This design comes from an exercise in tuning for a short achievable clock period and few clock cycles on the open sky130 flow, not from production work. Only simulation tests tie the RTL to the original design; equivalence was not proved. Power is estimated from default activity; no workload was simulated.

job 102:
Design riscv_cpu, start of the top module:
module riscv_cpu (
    input  logic                 clk,
    input  logic                 reset,
    input  logic [32-1:0]     instr,
    output logic [32-1:0]     pc,
    input  logic [32-1:0]     read_data,
    output logic                 dmem_rd_en,
    output logic                 dmem_wr_en,
    output logic [32-1:0]     dmem_addr,
    output logic [32-1:0]     dmem_wr_data,
    input  logic                 cache_stall
);
Size in the first run: roughly 8300 cells after synthesis, roughly 2100 flip-flops.
Settings: LEC_CHECK=0, CAP_MARGIN=20, CORE_MARGIN=2, CORE_UTILIZATION=40, PLACE_DENSITY=0.6, SETUP_SLACK_MARGIN=4.4, SLEW_MARGIN=20, SYNTH_HIERARCHICAL=1, TNS_END_PERCENT=100; clock period 7.5 ns.
standard.sh (not shown) runs the stock make flow with config.mk's settings and CLKGATE_MAP_FILE= SYNTH_SCRIPT=/design/flow/synth_recipe.tcl, a recipe that flattens the netlist after the stock synthesis.
==> flow/flow/run.sh <==
#!/bin/bash
# The standard layout, with two resizer settings changed: port buffers are buf_8 cells
# rather than the library's delay buffers, and timing repair may swap a cell for one of
# another footprint (so port buffers and slow cells can be resized).
set -euo pipefail
bash standard.sh MATCH_CELL_FOOTPRINT=0 "BUFFER_PORTS_ARGS=-buffer_cell sky130_fd_sc_hd__buf_8" finish > standard_flow.log 2>&1
Testbench counts of job 102, summed over its fixed seeds: cycles 40,507.
diff inputs: job 102 => job 105
--- a/flow/design.v
+++ b/flow/design.v
@@ -224,28 +224,26 @@
     ex_compare ex_cmp_inst (.fa_ld(fa_ld), .fs_ld(fs_ld), .ld(read_data), .a(eq_a),
                             .s(eq_s), .eq(ex_eq));
     assign exr0        = d_br && (d_ne != d_pred);
     assign exr1        = d_br && (d_ne == d_pred);
     assign ex_taken    = ex_eq != d_ne;
     assign ex_redirect = ex_eq ? exr1 : exr0;
     logic [4:0]  r;
     logic        hit_ex, hit_mem;
     logic        z_ex, z_val;
-    logic [3:0]  z_ex4;       
     logic        id_ok;
     logic        id_taken;
     logic        id_redirect;
     assign r       = p_r;
     assign hit_ex  = d_wrd && p_hex;
     assign hit_mem = e_wrd && p_hmem;
     ex_zero_test ex_zero_inst (.zsel(zsel), .d_a(d_az), .d_b(d_bz), .e_sum(e_sumz),
-                               .e_diff(e_diffz), .e_lgc(e_lgcz), .z(z_ex4));
-    assign z_ex = |z_ex4;
+                               .e_diff(e_diffz), .e_lgc(e_lgcz), .z(z_ex));
     logic use_zex, z_old;
     logic idr0, idr1;         
     logic id_a, id_b, id_c;
     assign use_zex = r != 5'd0 && hit_ex;
     assign z_old   = (r != 5'd0 && hit_mem) ? e_zero : p_zf;
     assign z_val   = use_zex ? z_ex : z_old;
     assign id_ok = p_zcmp && !(hit_ex && (d_ld || !z_ok))
                 && !(!hit_ex && hit_mem && e_ld);
     assign id_taken    = z_val != f3[0];
@@ -322,19 +320,19 @@
                 end else if (z != 0 ? idr1 : idr0) begin
                     nx[e][z] = {1'b0, pc_id};
                 end else begin
                     nx[e][z] = {1'b1, pc_seq};
                 end
             end
         end
     end
     logic [32:0] pc_fv_next;
-    pc_late_pick pc_late_inst (.ex_eq(ex_eq), .z_ex4(z_ex4), .n00(nx[0][0]), .n01(nx[0][1]),
+    pc_late_pick pc_late_inst (.ex_eq(ex_eq), .z_ex(z_ex), .n00(nx[0][0]), .n01(nx[0][1]),
                                .n10(nx[1][0]), .n11(nx[1][1]), .q(pc_fv_next));
     always_ff @(posedge clk) begin
         {f_valid, pc_q} <= pc_fv_next;
     end
     always_ff @(posedge clk) begin
         if (!cache_stall) begin
             f_instr <= instr;
             f_pc    <= pc_q;
             f_pred  <= btb_hit;
@@ -457,64 +455,51 @@
              | ({32{sel[3]}} & lgc);
 endmodule
 module ex_zero_test (
     input  logic [19:0] zsel,
     input  logic [31:0] d_a,
     input  logic [31:0] d_b,
     input  logic [31:0] e_sum,
     input  logic [31:0] e_diff,
     input  logic [31:0] e_lgc,
-    output logic [3:0]  z        
+    output logic        z
 );
     function automatic logic sum_is_zero(input logic [31:0] x, input logic [31:0] y,
                                          input logic cin);
         logic [31:0] t;
         logic [31:0] g;
         t = x ^ y;
         g = x | y;
         sum_is_zero = (t[0] == cin) && ((t[31:1] ^ g[30:0]) == 31'd0);
     endfunction
     function automatic logic [4:0] alu_is_zero(input logic [31:0] x, input logic [31:0] y);
         alu_is_zero = {x == y, (x | y) == 32'd0, (x & y) == 32'd0,
                        sum_is_zero(x, ~y, 1'b1), sum_is_zero(x, y, 1'b0)};
     endfunction
     logic [19:0] zt;
     assign zt[4:0]   = alu_is_zero(d_a,    d_b);
     assign zt[9:5]   = alu_is_zero(e_sum,  d_b);
     assign zt[14:10] = alu_is_zero(e_diff, d_b);
     assign zt[19:15] = alu_is_zero(e_lgc,  d_b);
-    for (genvar c = 0; c < 4; c++) begin : g_or
-        assign z[c] = |(zsel[c*5 +: 5] & zt[c*5 +: 5]);
-    end
+    assign z = |(zsel & zt);
 endmodule
 module pc_late_pick (
     input  logic        ex_eq,
-    input  logic [3:0]  z_ex4,    
+    input  logic        z_ex,
     input  logic [32:0] n00,
     input  logic [32:0] n01,
     input  logic [32:0] n10,
     input  logic [32:0] n11,
     output logic [32:0] q
 );
     logic [32:0] nz0, nz1;
     pick2 #(.W(66)) eq_pick (.sel(ex_eq), .a({n00, n01}), .b({n10, n11}), .y({nz0, nz1}));
-    z_pick #(.W(9)) z_pick0 (.z4(z_ex4), .a(nz0[8:0]),   .b(nz1[8:0]),   .y(q[8:0]));
-    z_pick #(.W(8)) z_pick1 (.z4(z_ex4), .a(nz0[16:9]),  .b(nz1[16:9]),  .y(q[16:9]));
-    z_pick #(.W(8)) z_pick2 (.z4(z_ex4), .a(nz0[24:17]), .b(nz1[24:17]), .y(q[24:17]));
-    z_pick #(.W(8)) z_pick3 (.z4(z_ex4), .a(nz0[32:25]), .b(nz1[32:25]), .y(q[32:25]));
-endmodule
-module z_pick #(parameter int W = 1) (
-    input  logic [3:0]   z4,
-    input  logic [W-1:0] a,
-    input  logic [W-1:0] b,
-    output logic [W-1:0] y
-);
-    assign y = (|z4) ? b : a;
+    pick2 #(.W(33)) z_pick (.sel(z_ex), .a(nz0), .b(nz1), .y(q));
 endmodule
 module pick2 #(parameter int W = 1) (
     input  logic         sel,
     input  logic [W-1:0] a,
     input  logic [W-1:0] b,
     output logic [W-1:0] y
 );
     assign y = sel ? b : a;
 endmodule
[summary]
- Routing usage on met2, job 102 and job 105: higher on job 102
- Against job 102, aggregate routed wire length in job 105 came out worse.
- Job 105: non-clock buffer count 54 above job 102
- Xor/xnor cell area share of the yosys netlist: job 105 vs job 102, no meaningful difference
- Job 105 — wire length on met2 0.37% lower, job 102 as reference
- Any difference in share of cell area taken by muxes after synthesis between job 105 and job 102 is small enough to ignore.
- Cell at the slowest stage of the critical path = sky130_fd_sc_hd__nor4_4: job 102; cell at the slowest stage of the critical path = sky130_fd_sc_hd__edfxtp_1: job 105
- Combinational power ends up higher on job 105.
- On job 105: register-to-register slack is 150 ps lower than what job 102 gave.
- NOTE: sequential share of layout area in job 105 falls short of that of job 102
- Changes observed in job 105 relative to job 102: number of antenna diodes saw an increase, clock period minus worst slack higher, final area went up by 1.4%.
- Area after synthesis: job 105 vs job 102 — no meaningful difference
- Job 105 reports a lower routed length on met1 than job 102 does.
Testbench counts of job 105, summed over its fixed seeds: cycles 40,507.

-- afterwards: timing with drivers on the ports --
In the flow no input, the clock included, has a driving cell. The finished layouts below were timed again as built, in two steps.
Step 1 (the two cells are an assumption about what drives the block):
set clk [get_ports {clk}]
set_driving_cell -lib_cell sky130_fd_sc_hd__clkbuf_16 $clk
set_driving_cell -lib_cell sky130_fd_sc_hd__buf_2 [delete_from_list [all_inputs] $clk]
Step 2, shift: input delay + t, output delay - t, t = (earliest + latest rising clock arrival at the registers) / 2. This alone moves slack from input paths to output paths.
a / b / c = no drivers / after step 1 / after step 2; a / b = the first two.
run	t, ns	slack for setup (ns)	hold slack, ns	latest minus earliest clock arrival (ns)	worst slew at a driven data input, ns
job 102	1.006	3.890 / 3.890 / 3.162	0.300 / 0.300 / 0.300	0.088 / 0.089	0.25
job 105	1.034	3.736 / 3.736 / 3.125	0.333 / 0.333 / 0.333	0.071 / 0.071	0.22
After both steps setup and hold are still met in every run listed. The setup slack of job 102, which loses most, moves by 0.000 ns with the drivers and by -0.728 ns with both steps.
